Background: an optimization exercise with open tools, aiming at small area and a short achievable clock period. Do not read the settings as production practice.
RTL that was checked went through simulation tests only; none was proved equivalent to the original.
Only the layout flow was run in run 2; the RTL was not checked for function there.

==> flow/design.v (outline; a module is shown in full before it is edited, if it fits) <==
// module fpu_add_path: 114 lines
// module fpu_fa: 4 lines
// module fpu_mult_path: 1845 lines
// module fpu_top: 237 lines
module fpu_top
(
   input  logic        Clk_CI,
   input  logic        Rst_RBI,
   input  logic        enable,
   input  logic [31:0] operand_a,
   input  logic [31:0] operand_b,
   input  logic [1:0]  op,
   output logic [31:0] result,
   output logic        valid,
   output logic        of,
   output logic        uf,
   output logic        zero,
   output logic        ix,
   output logic        iv,
   output logic        inf
);
  // ...
==> flow/flow/run.sh <==
#!/bin/bash
# The standard layout (standard.sh) with two changes in how it is made:
#  - ports are buffered with buf_2 rather than the default port buffer;
#  - timing repair aims past the clock period: repair_timing's setup margin is
#    raised so that the resizer also works on paths that already meet it.
# The constraints (constraint.sdc, the clock period) are not changed.
set -o pipefail
export BUFFER_PORTS_ARGS="-buffer_cell sky130_fd_sc_hd__buf_2"
export SETUP_SLACK_MARGIN=11
bash standard.sh > standard.log 2>&1
==> flow/standard.sh <==
#!/bin/bash
# synth_recipe.tcl (not shown) runs the flow's synth.tcl, then flattens the netlist and writes it again
# the make line also repeats each setting of config.mk as NAME=value (left out here)
make -C /OpenROAD-flow-scripts/flow DESIGN_CONFIG=/design/flow/config.mk WORK_HOME=/design/flow/orfs CLKGATE_MAP_FILE= SYNTH_SCRIPT=/design/flow/synth_recipe.tcl "${@:-finish}"
==> flow/config.mk <==
export PLATFORM = sky130hd
export DESIGN_NAME = fpu_top
export DESIGN_NICKNAME = fpu_top
export VERILOG_FILES = /design/flow/design.v
export SDC_FILE = /design/flow/constraint.sdc
export NUM_CORES = 4
export LEC_CHECK = 0
export CAP_MARGIN = 20
export CORE_MARGIN = 2
export CORE_UTILIZATION = 50
export SLEW_MARGIN = 20
export SYNTH_HIERARCHICAL = 1
==> flow/constraint.sdc <==
create_clock -name core_clock -period 18.0 [get_ports {Clk_CI}]
set_input_delay 3.6000 -clock core_clock [delete_from_list [all_inputs] [get_ports {Clk_CI}]]
set_output_delay 3.6000 -clock core_clock [all_outputs]
set_load 0.01 [all_outputs]
==> flow_metrics.tcl, run 1 <==
set metrics [dict create \
    outcome "no timing/DRC/antenna violations" \
    cts_sinks 116 \
    setup_viol 0 \
    r2r_start "mb1[1]" \
    drtIter0Drc 3431 \
    grt_max_degree 97 \
    stdcell_area_um2 34100 \
    ant_nets 0 \
    synth_cell_type_count 117 \
    grt_pass1_wl_um 178000 \
    ctsResizeCount 85 \
    final_cells 4498 \
    clockNetworkAreaShare_pct 1.65 \
    ys_seq_area_share_pct 7.66 \
    ys.flop_type "dfxtp_1" \
    synth_top_area_share_pct 32.0 \
    crit_start "mb1[1]" \
    slew_headroom_pct 22.1 \
    placed_area_um2 31500 \
    muxShareOfSynthArea_pct 6.69 \
    synth_top_family_by_area "adder cells" \
    synth_nets 4396 \
    grt_util_met3_pct 12.8 \
    start_util_pct 50.6 \
    dieHeight_um 251 \
    syn_to_final_growth_pct 11.8 \
    cts_buffers 17 \
    min_period_ns 6.91 \
    largest_registers "t2 x24, mb1 x23, ms1 x23" \
    grt_pass1_vias 28500 \
    final_util_pct 56.5 \
    cts_tree "built" \
]
==> module fpu_add_path, before the edit <==
module fpu_add_path
(
   input  logic [22:0] mant_big,     
   input  logic [23:0] mant_small,   
   input  logic [4:0]  shamt,        
   input  logic        sub,          
   input  logic        near,         
   input  logic [7:0]  exp_big,      
   output logic [25:0] t,            
   output logic        stk,          
   output logic [7:0]  e0,           
   output logic        g255,         
   output logic        g254,         
   output logic        g253,         
   output logic        l0,           
   output logic        lm1,          
   output logic        lm2           
);
   logic [26:0] small_al;
   logic [23:0] lost_mask;
   logic        lost;
   logic [26:0] addend;
   logic [27:0] sum;
   logic        fshift;
   logic [25:0] t_far;
   logic        stk_far;
   assign small_al = {mant_small, 3'b000} >> shamt;
   always_comb
      for (int i = 0; i < 24; i++)
         lost_mask[i] = (5'(i) + 5'd3) < shamt;
   assign lost = |(mant_small & lost_mask);
   assign addend = {small_al[26:1], small_al[0] | lost};
   assign sum = {1'b0, 1'b1, mant_big, 3'b000} + ({1'b0, addend} ^ {28{sub}}) + {27'd0, sub};
   assign fshift  = ~sum[27] & ~sum[26];
   assign t_far   = fshift ? {1'b0, sum[25:1]} : sum[27:2];
   assign stk_far = fshift ? sum[0] : (sum[1] | sum[0]);
   logic [24:0] diff;
   logic [4:0]  lz;
   logic [24:0] norm;
   logic [7:0]  e_near;
   assign diff = {1'b1, mant_big, 1'b0} - (shamt[0] ? {1'b0, mant_small} : {mant_small, 1'b0});
   logic [31:0] lzin;
   logic [15:0] v1;
   logic [15:0] c1;
   logic [7:0]  v2;
   logic [1:0]  c2 [8];
   logic [3:0]  v3;
   logic [2:0]  c3 [4];
   logic [1:0]  v4;
   logic [3:0]  c4 [2];
   assign lzin = {diff, 7'b0000000};
   always_comb
   begin
      for (int i = 0; i < 16; i++)
      begin
         v1[i] = lzin[2*i+1] | lzin[2*i];
         c1[i] = ~lzin[2*i+1];
      end
      for (int i = 0; i < 8; i++)
      begin
         v2[i] = v1[2*i+1] | v1[2*i];
         c2[i] = v1[2*i+1] ? {1'b0, c1[2*i+1]} : {1'b1, c1[2*i]};
      end
      for (int i = 0; i < 4; i++)
      begin
         v3[i] = v2[2*i+1] | v2[2*i];
         c3[i] = v2[2*i+1] ? {1'b0, c2[2*i+1]} : {1'b1, c2[2*i]};
      end
      for (int i = 0; i < 2; i++)
      begin
         v4[i] = v3[2*i+1] | v3[2*i];
         c4[i] = v3[2*i+1] ? {1'b0, c3[2*i+1]} : {1'b1, c3[2*i]};
      end
      lz = v4[1] ? {1'b0, c4[1]} : {1'b1, c4[0]};
   end
   assign norm   = diff << lz;
   assign e_near = exp_big - {3'd0, lz};
   always_comb
   begin
      g255 = 1'b0;
      g254 = 1'b0;
      g253 = 1'b0;
      l0   = 1'b0;
      lm1  = 1'b0;
      lm2  = 1'b0;
      if (near)
      begin
         t    = {1'b0, norm};
         stk  = 1'b0;
         e0   = e_near;
         g254 = (exp_big == 8'd254) && (lz == 5'd0);
         g253 = ((exp_big == 8'd253) && (lz == 5'd0)) || ((exp_big == 8'd254) && (lz <= 5'd1));
         l0   = {3'd0, lz} >= exp_big;
         lm1  = {3'd0, lz} > exp_big;
         lm2  = {3'd0, lz} > exp_big + 8'd1;
      end
      else if (fshift)
      begin
         t    = t_far;
         stk  = stk_far;
         e0   = exp_big - 8'd1;
         g253 = exp_big == 8'd254;
         l0   = exp_big == 8'd1;
      end
      else
      begin
         t    = t_far;
         stk  = stk_far;
         e0   = exp_big;
         g254 = exp_big == 8'd254;
         g253 = exp_big >= 8'd253;
      end
   end
endmodule
==> module fpu_top, before the edit <==
module fpu_top
(
   input  logic        Clk_CI,
   input  logic        Rst_RBI,
   input  logic        enable,
   input  logic [31:0] operand_a,
   input  logic [31:0] operand_b,
   input  logic [1:0]  op,
   output logic [31:0] result,
   output logic        valid,
   output logic        of,
   output logic        uf,
   output logic        zero,
   output logic        ix,
   output logic        iv,
   output logic        inf
);
   localparam logic [1:0] SP_NONE = 2'd0;
   localparam logic [1:0] SP_ZERO = 2'd1;
   localparam logic [1:0] SP_INF  = 2'd2;
   localparam logic [1:0] SP_NAN  = 2'd3;
   logic        sa, sb, is_mul, is_sub, sbe;
   logic [7:0]  ea, eb;
   logic [22:0] fa, fb;
   logic        za, zb, maxa, maxb, nana, nanb, infa, infb;
   logic        a_big, eq_mag;
   logic [8:0]  dab, dba;
   logic [7:0]  dexp;
   logic [4:0]  shamt_d;
   logic [1:0]  sp_d;
   logic        sign_d;
   logic [9:0]  exp_d;
   logic [22:0] mb_d, ms_d;
   logic        hs_d;
   assign sa = operand_a[31];
   assign sb = operand_b[31];
   assign ea = operand_a[30:23];
   assign eb = operand_b[30:23];
   assign fa = operand_a[22:0];
   assign fb = operand_b[22:0];
   assign is_mul = op == 2'd2;
   assign is_sub = op == 2'd1;
   assign sbe    = sb ^ is_sub;
   assign za   = ea == 8'd0;
   assign zb   = eb == 8'd0;
   assign maxa = &ea;
   assign maxb = &eb;
   assign nana = maxa & (|fa);
   assign nanb = maxb & (|fb);
   assign infa = maxa & ~(|fa);
   assign infb = maxb & ~(|fb);
   assign a_big  = {ea, fa} >= {eb, fb};
   assign eq_mag = {ea, fa} == {eb, fb};
   assign dab    = {1'b0, ea} - {1'b0, eb};
   assign dba    = {1'b0, eb} - {1'b0, ea};
   assign dexp   = dab[8] ? dba[7:0] : dab[7:0];
   assign shamt_d = (|dexp[7:5]) ? 5'd31 : dexp[4:0];
   always_comb
   begin
      sp_d   = SP_NONE;
      sign_d = is_mul ? (sa ^ sb) : (a_big ? sa : sbe);
      if (nana | nanb | (is_mul ? ((infa & zb) | (za & infb)) : (infa & infb & (sa ^ sbe))))
         sp_d = SP_NAN;
      else if (infa | infb)
      begin
         sp_d = SP_INF;
         if (!is_mul)
            sign_d = infa ? sa : sbe;
      end
      else if (is_mul ? (za | zb) : ((za & zb) | ((sa ^ sbe) & eq_mag)))
      begin
         sp_d = SP_ZERO;
         if (!is_mul)
            sign_d = 1'b0;
      end
   end
   assign exp_d = is_mul ? ({2'b00, ea} + {2'b00, eb} - 10'd127) : {2'b00, (a_big ? ea : eb)};
   assign mb_d  = a_big ? fa : fb;
   assign ms_d  = a_big ? (zb ? 23'd0 : fb) : (za ? 23'd0 : fa);
   assign hs_d  = a_big ? ~zb : ~za;
   logic        v1;
   logic        mul1, sub1, near1, sign1, hs1;
   logic [1:0]  sp1;
   logic [9:0]  exp1;
   logic [4:0]  shamt1;
   logic [22:0] mb1, ms1;
   always_ff @(posedge Clk_CI, negedge Rst_RBI)
   begin
      if (~Rst_RBI)
         v1 <= 1'b0;
      else
         v1 <= enable;
   end
   always_ff @(posedge Clk_CI)
   begin
      mul1   <= is_mul;
      sub1   <= sa ^ sbe;
      near1  <= (sa ^ sbe) & (dexp[7:1] == 7'd0);
      sign1  <= sign_d;
      sp1    <= sp_d;
      exp1   <= exp_d;
      shamt1 <= shamt_d;
      mb1    <= mb_d;
      ms1    <= ms_d;
      hs1    <= hs_d;
   end
   logic [47:0] prod;
   logic [25:0] add_t;
   logic        add_stk;
   logic [25:0] t_d;
   fpu_mult_path mult_path0
   (
      .a (mb1),
      .b (ms1),
      .p (prod)
   );
   logic [7:0]  add_e0;
   logic        add_g255, add_g254, add_g253, add_l0, add_lm1, add_lm2;
   fpu_add_path add_path0
   (
      .mant_big   (mb1),
      .mant_small ({hs1, ms1}),
      .shamt      (shamt1),
      .sub        (sub1),
      .near       (near1),
      .exp_big    (exp1[7:0]),
      .t          (add_t),
      .stk        (add_stk),
      .e0         (add_e0),
      .g255       (add_g255),
      .g254       (add_g254),
      .g253       (add_g253),
      .l0         (add_l0),
      .lm1        (add_lm1),
      .lm2        (add_lm2)
   );
   assign t_d = mul1 ? prod[47:22] : add_t;
   function automatic logic [3:0] round_info(input logic [25:0] t, input logic stk);
      logic hi, rnd, inx, ones;
      hi   = t[25];
      rnd  = hi ? (t[1] & (stk | t[0] | t[2])) : (t[0] & (stk | t[1]));
      inx  = stk | t[0] | (hi & t[1]);
      ones = (&t[23:2]) & (hi ? t[24] : t[1]);
      round_info = {hi, rnd, inx, rnd & ones};
   endfunction
   logic [3:0]  ri_mul, ri_add;
   logic        hi, rnd_d, inx_d, c_d;
   assign ri_mul = round_info(prod[47:22], |prod[21:0]);
   assign ri_add = round_info(add_t, add_stk);
   assign {hi, rnd_d, inx_d, c_d} = mul1 ? ri_mul : ri_add;
   logic [7:0]  ex_d;
   logic        g255_d, g254_d, g253_d, l0_d, lm1_d, lm2_d;
   assign ex_d   = mul1 ? exp1[7:0] : add_e0;
   assign g255_d = mul1 ? ($signed(exp1) >= $signed(10'd255)) : add_g255;
   assign g254_d = mul1 ? ($signed(exp1) >= $signed(10'd254)) : add_g254;
   assign g253_d = mul1 ? ($signed(exp1) >= $signed(10'd253)) : add_g253;
   assign l0_d   = mul1 ? ($signed(exp1) <= $signed(10'd0)) : add_l0;
   assign lm1_d  = mul1 ? ($signed(exp1) <= $signed(-10'sd1)) : add_lm1;
   assign lm2_d  = mul1 ? ($signed(exp1) <= $signed(-10'sd2)) : add_lm2;
   logic        v2;
   logic        sign2, hi2, rl2, rh2, c2, inx2;
   logic [2:0]  nrm2, ff2;
   logic [1:0]  sp2;
   logic [7:0]  ex2;
   logic [23:0] t2;
   always_ff @(posedge Clk_CI, negedge Rst_RBI)
   begin
      if (~Rst_RBI)
         v2 <= 1'b0;
      else
         v2 <= v1;
   end
   always_ff @(posedge Clk_CI)
   begin
      sign2 <= sign1;
      sp2   <= sp1;
      ex2   <= ex_d;
      hi2   <= hi;
      t2    <= t_d[24:1];
      rl2   <= rnd_d & ~hi;
      rh2   <= rnd_d & hi;
      c2    <= c_d;
      inx2  <= inx_d;
      nrm2  <= {3{sp1 == SP_NONE}} & ~{g253_d, g254_d, g255_d} & ~{lm2_d, lm1_d, l0_d};
      ff2   <= {3{(sp1 == SP_NAN) | (sp1 == SP_INF)}} | ({3{sp1 == SP_NONE}} & {g253_d, g254_d, g255_d});
   end
   logic        q;
   logic [23:0] cy;
   logic [23:0] inc;
   logic [22:0] mr;
   logic [7:0]  ef;
   assign q = rh2 | (rl2 & t2[0]);
   logic [23:0] pa [6];
   always_comb
   begin
      pa[0] = {t2[22:1], q, 1'b1};
      for (int l = 0; l < 5; l++)
         for (int i = 0; i < 24; i++)
            pa[l+1][i] = ((i >> l) & 1) ? pa[l][i] & pa[l][((i >> l) << l) - 1] : pa[l][i];
      cy = {pa[5][23:1], rl2};
   end
   assign inc = t2 ^ cy;
   assign mr  = hi2 ? inc[23:1] : inc[22:0];
   logic [7:0] ea1;
   logic [6:0] ea2;
   logic [7:0] pe1 [4];
   logic [6:0] pe2 [4];
   always_comb
   begin
      pe1[0] = {ex2[6:0], 1'b1};
      pe2[0] = {ex2[6:1], 1'b1};
      for (int l = 0; l < 3; l++)
      begin
         for (int i = 0; i < 8; i++)
            pe1[l+1][i] = ((i >> l) & 1) ? pe1[l][i] & pe1[l][((i >> l) << l) - 1] : pe1[l][i];
         for (int i = 0; i < 7; i++)
            pe2[l+1][i] = ((i >> l) & 1) ? pe2[l][i] & pe2[l][((i >> l) << l) - 1] : pe2[l][i];
      end
      ea1 = ex2 ^ pe1[3];
      ea2 = ex2[7:1] ^ pe2[3];
   end
   assign ef = (hi2 & c2) ? {ea2, ex2[0]} : (hi2 | c2) ? ea1 : ex2;
   logic nrm, ff, none2;
   assign nrm   = (hi2 & c2) ? nrm2[2] : (hi2 | c2) ? nrm2[1] : nrm2[0];
   assign ff    = (hi2 & c2) ? ff2[2] : (hi2 | c2) ? ff2[1] : ff2[0];
   assign none2 = sp2 == SP_NONE;
   assign result = {sign2 & (sp2 != SP_NAN),
                    {8{ff}} | ({8{nrm}} & ef),
                    (sp2 == SP_NAN), {22{nrm}} & mr[21:0]} | {9'd0, nrm & mr[22], 22'd0};
   assign iv     = sp2 == SP_NAN;
   assign inf    = ff & (sp2 != SP_NAN);
   assign of     = ff & none2;
   assign uf     = none2 & ~nrm & ~ff;
   assign zero   = (sp2 == SP_ZERO) | uf;
   assign ix     = none2 & (inx2 | ~nrm);
   assign valid = v2;
endmodule
==> inputs of run 2 (changes only) <==
--- a/flow/design.v
+++ b/flow/design.v
@@ -31,16 +31,17 @@
 endpackage
 module fpu_add_path
 (
    input  logic [22:0] mant_big,     
    input  logic [23:0] mant_small,   
    input  logic [4:0]  shamt,        
    input  logic        sub,          
    input  logic        near,         
+   output logic        swapped,      
    input  logic [7:0]  exp_big,      
    output logic [25:0] t,            
    output logic        stk,          
    output logic [7:0]  e0,           
    output logic        g255,         
    output logic        g254,         
    output logic        g253,         
    output logic        l0,           
@@ -64,17 +65,24 @@
    assign sum = {1'b0, 1'b1, mant_big, 3'b000} + ({1'b0, addend} ^ {28{sub}}) + {27'd0, sub};
    assign fshift  = ~sum[27] & ~sum[26];
    assign t_far   = fshift ? {1'b0, sum[25:1]} : sum[27:2];
    assign stk_far = fshift ? sum[0] : (sum[1] | sum[0]);
    logic [24:0] diff;
    logic [4:0]  lz;
    logic [24:0] norm;
    logic [7:0]  e_near;
-   assign diff = {1'b1, mant_big, 1'b0} - (shamt[0] ? {1'b0, mant_small} : {mant_small, 1'b0});
+   logic [24:0] nb, ns;
+   logic [25:0] dab, dba;
+   assign nb  = {1'b1, mant_big, 1'b0};
+   assign ns  = shamt[0] ? {1'b0, mant_small} : {mant_small, 1'b0};
+   assign dab = {1'b0, nb} - {1'b0, ns};
+   assign dba = {1'b0, ns} - {1'b0, nb};
+   assign swapped = near & dab[25];
+   assign diff = dab[25] ? dba[24:0] : dab[24:0];
    logic [31:0] lzin;
    logic [15:0] v1;
    logic [15:0] c1;
    logic [7:0]  v2;
    logic [1:0]  c2 [8];
    logic [3:0]  v3;
    logic [2:0]  c3 [4];
    logic [1:0]  v4;
@@ -142,17 +150,23 @@
          g253 = exp_big >= 8'd253;
       end
    end
 endmodule
 module fpu_fa (input logic a, input logic b, input logic c, output logic s, output logic co);
    assign s  = a ^ b ^ c;
    assign co = (a & b) | (a & c) | (b & c);
 endmodule
-module fpu_mult_path (input logic [22:0] a, input logic [22:0] b, output logic [47:0] p);
+module fpu_mult_path
+(
+   input  logic [22:0] a,
+   input  logic [22:0] b,
+   output logic [47:0] p,         
+   output logic        ones_mid   
+);
    logic pp1, pp2, pp3, pp4, pp5, pp6, pp7, pp8, pp9, pp10, pp11, pp12, pp13, pp14, pp15, pp16;
    logic pp17, pp18, pp19, pp20, pp21, pp22, pp23, pp24, pp25, pp26, pp27, pp28, pp29, pp30, pp31, pp32;
    logic pp33, pp34, pp35, pp36, pp37, pp38, pp39, pp40, pp41, pp42, pp43, pp44, pp45, pp46, pp47, pp48;
    logic pp49, pp50, pp51, pp52, pp53, pp54, pp55, pp56, pp57, pp58, pp59, pp60, pp61, pp62, pp63, pp64;
    logic pp65, pp66, pp67, pp68, pp69, pp70, pp71, pp72, pp73, pp74, pp75, pp76, pp77, pp78, pp79, pp80;
    logic pp81, pp82, pp83, pp84, pp85, pp86, pp87, pp88, pp89, pp90, pp91, pp92, pp93, pp94, pp95, pp96;
    logic pp97, pp98, pp99, pp100, pp101, pp102, pp103, pp104, pp105, pp106, pp107, pp108, pp109, pp110, pp111, pp112;
    logic pp113, pp114, pp115, pp116, pp117, pp118, pp119, pp120, pp121, pp122, pp123, pp124, pp125, pp126, pp127, pp128;
@@ -1986,16 +2000,20 @@
    assign n622_g = n587_g | (n587_p & n414_g);
    logic n624_g, n624_p;
    assign n624_g = n590_g | (n590_p & n416_g);
    logic n626_g, n626_p;
    assign n626_g = n593_g | (n593_p & n418_g);
    logic [47:0] cy;
    assign cy = {n626_g, n624_g, n622_g, n620_g, n618_g, n616_g, n614_g, n612_g, n610_g, n608_g, n606_g, n604_g, n602_g, n600_g, n598_g, n596_g, n546_g, n544_g, n542_g, n540_g, n538_g, n536_g, n534_g, n532_g, n530_g, n528_g, n526_g, n524_g, n522_g, n520_g, n518_g, n516_g, n418_g, n416_g, n414_g, n412_g, n410_g, n408_g, n406_g, n404_g, n282_g, n280_g, n278_g, n276_g, n142_g, n140_g, n0_g, g0c};
    assign p = ~(p0 ^ {cy[46:0], 1'b1});
+   logic [47:0] tr, gr;
+   assign tr = xn ^ yn;
+   assign gr = ~(xn | yn);
+   assign ones_mid = p[24] & (&(tr[45:25] ^ gr[44:24]));
 endmodule
 module fpu_top
 (
    input  logic        Clk_CI,
    input  logic        Rst_RBI,
    input  logic        enable,
    input  logic [31:0] operand_a,
    input  logic [31:0] operand_b,
@@ -2012,17 +2030,17 @@
    localparam logic [1:0] SP_NONE = 2'd0;
    localparam logic [1:0] SP_ZERO = 2'd1;
    localparam logic [1:0] SP_INF  = 2'd2;
    localparam logic [1:0] SP_NAN  = 2'd3;
    logic        sa, sb, is_mul, is_sub, sbe;
    logic [7:0]  ea, eb;
    logic [22:0] fa, fb;
    logic        za, zb, maxa, maxb, nana, nanb, infa, infb;
-   logic        a_big, eq_mag;
+   logic        a_big, eq_mag, ssm_d;
    logic [8:0]  dab, dba;
    logic [7:0]  dexp;
    logic [4:0]  shamt_d;
    logic [1:0]  sp_d;
    logic        sign_d;
    logic [9:0]  exp_d;
    logic [22:0] mb_d, ms_d;
    logic        hs_d;
@@ -2038,21 +2056,22 @@
    assign za   = ea == 8'd0;
    assign zb   = eb == 8'd0;
    assign maxa = &ea;
    assign maxb = &eb;
    assign nana = maxa & (|fa);
    assign nanb = maxb & (|fb);
    assign infa = maxa & ~(|fa);
    assign infb = maxb & ~(|fb);
-   assign a_big  = {ea, fa} >= {eb, fb};
    assign eq_mag = {ea, fa} == {eb, fb};
    assign dab    = {1'b0, ea} - {1'b0, eb};
    assign dba    = {1'b0, eb} - {1'b0, ea};
+   assign a_big  = ~dab[8];
    assign dexp   = dab[8] ? dba[7:0] : dab[7:0];
+   assign ssm_d  = a_big ? sbe : sa;
    assign shamt_d = (|dexp[7:5]) ? 5'd31 : dexp[4:0];
    always_comb
    begin
       sp_d   = SP_NONE;
       sign_d = is_mul ? (sa ^ sb) : (a_big ? sa : sbe);
       if (nana | nanb | (is_mul ? ((infa & zb) | (za & infb)) : (infa & infb & (sa ^ sbe))))
          sp_d = SP_NAN;
       else if (infa | infb)
@@ -2068,17 +2087,17 @@
             sign_d = 1'b0;
       end
    end
    assign exp_d = is_mul ? ({2'b00, ea} + {2'b00, eb} - 10'd127) : {2'b00, (a_big ? ea : eb)};
    assign mb_d  = a_big ? fa : fb;
    assign ms_d  = a_big ? (zb ? 23'd0 : fb) : (za ? 23'd0 : fa);
    assign hs_d  = a_big ? ~zb : ~za;
    logic        v1;
-   logic        mul1, sub1, near1, sign1, hs1;
+   logic        mul1, sub1, near1, sign1, ssm1, hs1;
    logic [1:0]  sp1;
    logic [9:0]  exp1;
    logic [4:0]  shamt1;
    logic [22:0] mb1, ms1;
    always_ff @(posedge Clk_CI, negedge Rst_RBI)
    begin
       if (~Rst_RBI)
          v1 <= 1'b0;
@@ -2086,66 +2105,72 @@
          v1 <= enable;
    end
    always_ff @(posedge Clk_CI)
    begin
       mul1   <= is_mul;
       sub1   <= sa ^ sbe;
       near1  <= (sa ^ sbe) & (dexp[7:1] == 7'd0);
       sign1  <= sign_d;
+      ssm1   <= ssm_d;
       sp1    <= sp_d;
       exp1   <= exp_d;
       shamt1 <= shamt_d;
       mb1    <= mb_d;
       ms1    <= ms_d;
       hs1    <= hs_d;
    end
    logic [47:0] prod;
    logic [25:0] add_t;
    logic        add_stk;
    logic [25:0] t_d;
+   logic        prod_ones;
    fpu_mult_path mult_path0
    (
-      .a (mb1),
-      .b (ms1),
-      .p (prod)
+      .a        (mb1),
+      .b        (ms1),
+      .p        (prod),
+      .ones_mid (prod_ones)
    );
    logic [7:0]  add_e0;
+   logic        add_swapped;
    logic        add_g255, add_g254, add_g253, add_l0, add_lm1, add_lm2;
    fpu_add_path add_path0
    (
       .mant_big   (mb1),
       .mant_small ({hs1, ms1}),
       .shamt      (shamt1),
       .sub        (sub1),
       .near       (near1),
+      .swapped    (add_swapped),
       .exp_big    (exp1[7:0]),
       .t          (add_t),
       .stk        (add_stk),
       .e0         (add_e0),
       .g255       (add_g255),
       .g254       (add_g254),
       .g253       (add_g253),
       .l0         (add_l0),
       .lm1        (add_lm1),
       .lm2        (add_lm2)
    );
    assign t_d = mul1 ? prod[47:22] : add_t;
-   function automatic logic [3:0] round_info(input logic [25:0] t, input logic stk);
+   function automatic logic [3:0] round_info(input logic [25:0] t, input logic stk,
+                                             input logic ones_mid);
       logic hi, rnd, inx, ones;
       hi   = t[25];
       rnd  = hi ? (t[1] & (stk | t[0] | t[2])) : (t[0] & (stk | t[1]));
       inx  = stk | t[0] | (hi & t[1]);
-      ones = (&t[23:2]) & (hi ? t[24] : t[1]);
+      ones = ones_mid & (hi ? t[24] : t[1]);
       round_info = {hi, rnd, inx, rnd & ones};
    endfunction
    logic [3:0]  ri_mul, ri_add;
    logic        hi, rnd_d, inx_d, c_d;
-   assign ri_mul = round_info(prod[47:22], |prod[21:0]);
-   assign ri_add = round_info(add_t, add_stk);
+   assign ri_mul = round_info(prod[47:22], |prod[21:0], prod_ones);
+   assign ri_add = round_info(add_t, add_stk, &add_t[23:2]);
    assign {hi, rnd_d, inx_d, c_d} = mul1 ? ri_mul : ri_add;
    logic [7:0]  ex_d;
    logic        g255_d, g254_d, g253_d, l0_d, lm1_d, lm2_d;
    assign ex_d   = mul1 ? exp1[7:0] : add_e0;
    assign g255_d = mul1 ? ($signed(exp1) >= $signed(10'd255)) : add_g255;
    assign g254_d = mul1 ? ($signed(exp1) >= $signed(10'd254)) : add_g254;
    assign g253_d = mul1 ? ($signed(exp1) >= $signed(10'd253)) : add_g253;
    assign l0_d   = mul1 ? ($signed(exp1) <= $signed(10'd0)) : add_l0;
@@ -2161,17 +2186,17 @@
    begin
       if (~Rst_RBI)
          v2 <= 1'b0;
       else
          v2 <= v1;
    end
    always_ff @(posedge Clk_CI)
    begin
-      sign2 <= sign1;
+      sign2 <= (~mul1 & (sp1 == SP_NONE) & add_swapped) ? ssm1 : sign1;
       sp2   <= sp1;
       ex2   <= ex_d;
       hi2   <= hi;
       t2    <= t_d[24:1];
       rl2   <= rnd_d & ~hi;
       rh2   <= rnd_d & hi;
       c2    <= c_d;
       inx2  <= inx_d;
==> flow_metrics.tcl, run 2 <==
set metrics [dict create \
    outcome "no timing/DRC/antenna violations" \
    ys_async_sr_fraction_pct 1.71 \
    drive_above_1_share_pct 12.0 \
    syn_inst 3823 \
    start_util_pct 50.6 \
    critPathArrivalTime_ns 7.24 \
    max_freq_mhz 146 \
    postSynthAreaPerCell_um2 8.33 \
    drtPass1Iterations 5 \
    multi_input_area_um2 27700 \
    cp-end-kind "register" \
    start_kind "register" \
    hold_viol 0 \
    h-tree-depth 4 \
    antenna_cells 0 \
    totalWireLength_um 118000 \
    io_pins 108 \
    period_share_pct 38.0 \
    cts_tree "built" \
    final_cell_mix "736 x nand2_1, 483 x fa_1, 265 x inv_1" \
    grt_overflow 0 \
    placed_area_um2 32900 \
    min_period_ns 6.85 \
    antenna_found_initial 1 \
    yosysMostFrequentCell "nand2_1" \
    synth_cell_type_count 114 \
    grt_pass1_wl_um 176000 \
    netlist_top_cells_count "737 x nand2_1, 488 x fa_1, 277 x inv_1" \
    place.gp.congestion 1.01 \
    insertion_delay_ns 0.45 \
    slew_headroom_pct 40.2 \
    top_register "t2" \
    rr_worst_depth 23 \
    grt_max_degree 52 \
    dp.cells 4602 \
    cts_buffers 17 \
    fill_cells 5874 \
    clk_path_buf_depth 2 \
    cp_max_fo 13 \
    maxCapViolations 0 \
    stdcell_area_um2 34800 \
    setup_viol 0 \
    cp.buffers_inverters 4 \
    crit_type "reg2reg" \
    dieHeight_um 256 \
    synth_warnings 14 \
    crit_family "adder cells" \
    synth_top_area_share_pct 30.7 \
    finalMaxSlewViolations 0 \
    largest_reg_flops 24 \
    slowest_stage "fa_2" \
    path_cells "buf_12 -> clkinvlp_4 -> nor2_1 -> ha_1 -> inv_1 -> fa_1 -> fa_1 -> fa_1 -> fa_1 -> fa_1 -> fa_2 -> inv_1 -> ha_2 -> a21oi_2 -> o21ai_0 -> a21o_1 -> a32o_1 -> o311a_4 -> o31a_1 -> xnor2_1 -> mux2_2 -> nand3_1 -> nand2_1" \
    num-nets-final 4602 \
    drc 0 \
    final_common_cell "nand2_1" \
    grt_pass1_vias 28900 \
    core_area_um2 63000 \
    synthesis.area_um2 31800 \
    cts-root-buf "clkbuf_16" \
    routedWlPerCell_um 25.1 \
    grtUsageTotal_pct 34.8 \
    clock_skew_ns 0.0115 \
    cp.required_ns 18.39 \
    largest_registers "t2 x24, mb1 x23, ms1 x23" \
    final_cells 4687 \
    vias 29300 \
    die_area_um2 65700 \
    fp-row-count 92 \
    cts_sinks 117 \
    ys.flop_type "dfxtp_1" \
    slowest_delay_ns 0.63 \
    finalSetupTns_ns 0 \
    fin_hold_ws_ns 0.346 \
    ant_nets 0 \
    cpMostUsedCell "fa_1" \
    syn_to_final_growth_pct 9.34 \
    yosys-top-cells-area "fa_1 31%, nand2_1 8.7%, ha_1 8.5%, dfxtp_1 7.2%, mux2i_1 3.6%" \
    seqCellArea_um2 2390 \
    synth_top_cell_by_area "fa_1" \
    clk_pin_slew_worst_paths_ns 0.06 \
    hold_depth 0 \
    synth_nets 4597 \
    tightest_slew_ns 0.890 \
    dieWidth_um 256 \
    ys_ff_latch 117 \
    drtIter0Drc 3303 \
    dp_hpwl_um 86700 \
    viasPerCell 6.25 \
    synth-edff-count 0 \
    hp-class "reg2reg" \
    port_buffers 107 \
    rsz0062_at_grt "yes" \
    crit_cells 23 \
    ys_seq_area_share_pct 7.39 \
]
[run 2: changes by cell type after synthesis, moves of 26 or more]
cell,previous run,this run
nand3_1,84,52
o21ai_0,164,138
xor2_1,53,81
inv_1,203,277
a21oi_1,179,213
[run 2: what timing repair did]
| action | 4_1_cts | 5_1_grt |
|---|---|---|
| pin swaps | 1 | 6 |
| resized for setup | 68 | 133 |
| endpoints found under the setup margin | 40 | 34 |
| hold buffers | 0 | 0 |
| setup buffers | 4 | 42 |
| endpoints found under the hold margin | 0 | 0 |
| cloned | 0 | 7 |
[run 2: final timing paths]
kind	startpoint	endpoint	slack [ns]
worst max-delay path	mb1[13]	c2	11.15
worst min-delay path	v1	v2	0.35
worst max register to register	mb1[13]	c2	11.15
worst min register to register	v1	v2	0.35
max in group asynchronous	Rst_RBI	v1	14.98
min in group asynchronous	Rst_RBI	v2	2.93
[run 2: cells by family (layout without fill, tap and decap cells)]
| kind of cell | count (synthesis) | count (layout) | synth area share (%) |
|---|---|---|---|
| AOI/OAI and AO/OA | 758 | 758 | 15.9 |
| xor gates and xnor gates | 203 | 203 | 5.66 |
| adders and majority gates | 710 | 710 | 39.4 |
| buffers and inverters | 516 | 534 | 6.47 |
| DFF | 117 | 117 | 7.39 |
| muxes | 185 | 185 | 6.54 |
| other | 1 | 1 | 0.0118 |
| and+or+nand+nor | 1333 | 1333 | 18.6 |
[run 2: modules after synthesis, one instance, submodules excluded]
module | times used | flops+latches | area [µm²]
fpu_mult_path | 1 | 0 | 6380
fpu_top | 1 | 117 | 6970
fpu_add_path | 1 | 0 | 8820
fpu_fa | 483 | 0 | 20.0
[run 2: routing by layer]
metal,GRT usage (%),routed length [µm],part of all wire [%],vias to the layer above
met5,0,0,0,-
met4,8.67,3300,2.8,0
met3,9.28,14400,12,223
met2,52.9,50700,43,1719
met1,49.3,49200,42,14400
li1,-,-,-,13000
[run 2: per-stage QoR]
| stage | setup WS (ns) | utilization (%) |
|---|---|---|
| after floorplan | 11.42 | - |
| after global placement | 10.13 | 52.3 |
| after detailed placement | 10.09 | 52.3 |
| after CTS | 10.98 | 53.7 |
| after global routing | 10.99 | 55.3 |
| final | 11.15 | 55.3 |
[run 2: area by class of cell]
cell class	instances	area share, %
multi-input cells	3190	79.7
flip-flops and latches	117	6.88
repair buffers	220	5.41
inverters	282	3.20
well taps	846	3.04
clock buffers	21	1.29
clock inverters	11	0.500

-- what the ideal ports hide --
The flow's constraints put no driver on any port. The routed layouts listed below were extracted and timed again, unchanged, in two steps.
Step 1 assumes that a clkbuf_16 drives the clock port and a buf_2 every other input.
Step 2 moves the port delays by t, midway between the first and last clock arrival at a register: inputs arrive t later, outputs are due t later. That takes back most of the time a late clock gives input paths.
Slacks: no drivers / after step 1 / after step 2; pairs: no drivers / after step 1.
| run | shift t [ns] | setup WS [ns] | worst setup path after step 2 | slew at the worst register clock pin (ns) |
|---|---|---|---|---|
| run 1 | 0.542 | 11.087 / 11.087 / 10.987 | input to register | 0.08 / 0.08 |
| run 2 | 0.506 | 11.153 / 11.153 / 10.915 | input to register | 0.06 / 0.06 |
After both steps every run listed still meets setup and hold. The setup slack of run 2, which loses most, moves by 0.000 ns with the drivers and by -0.238 ns with both steps.
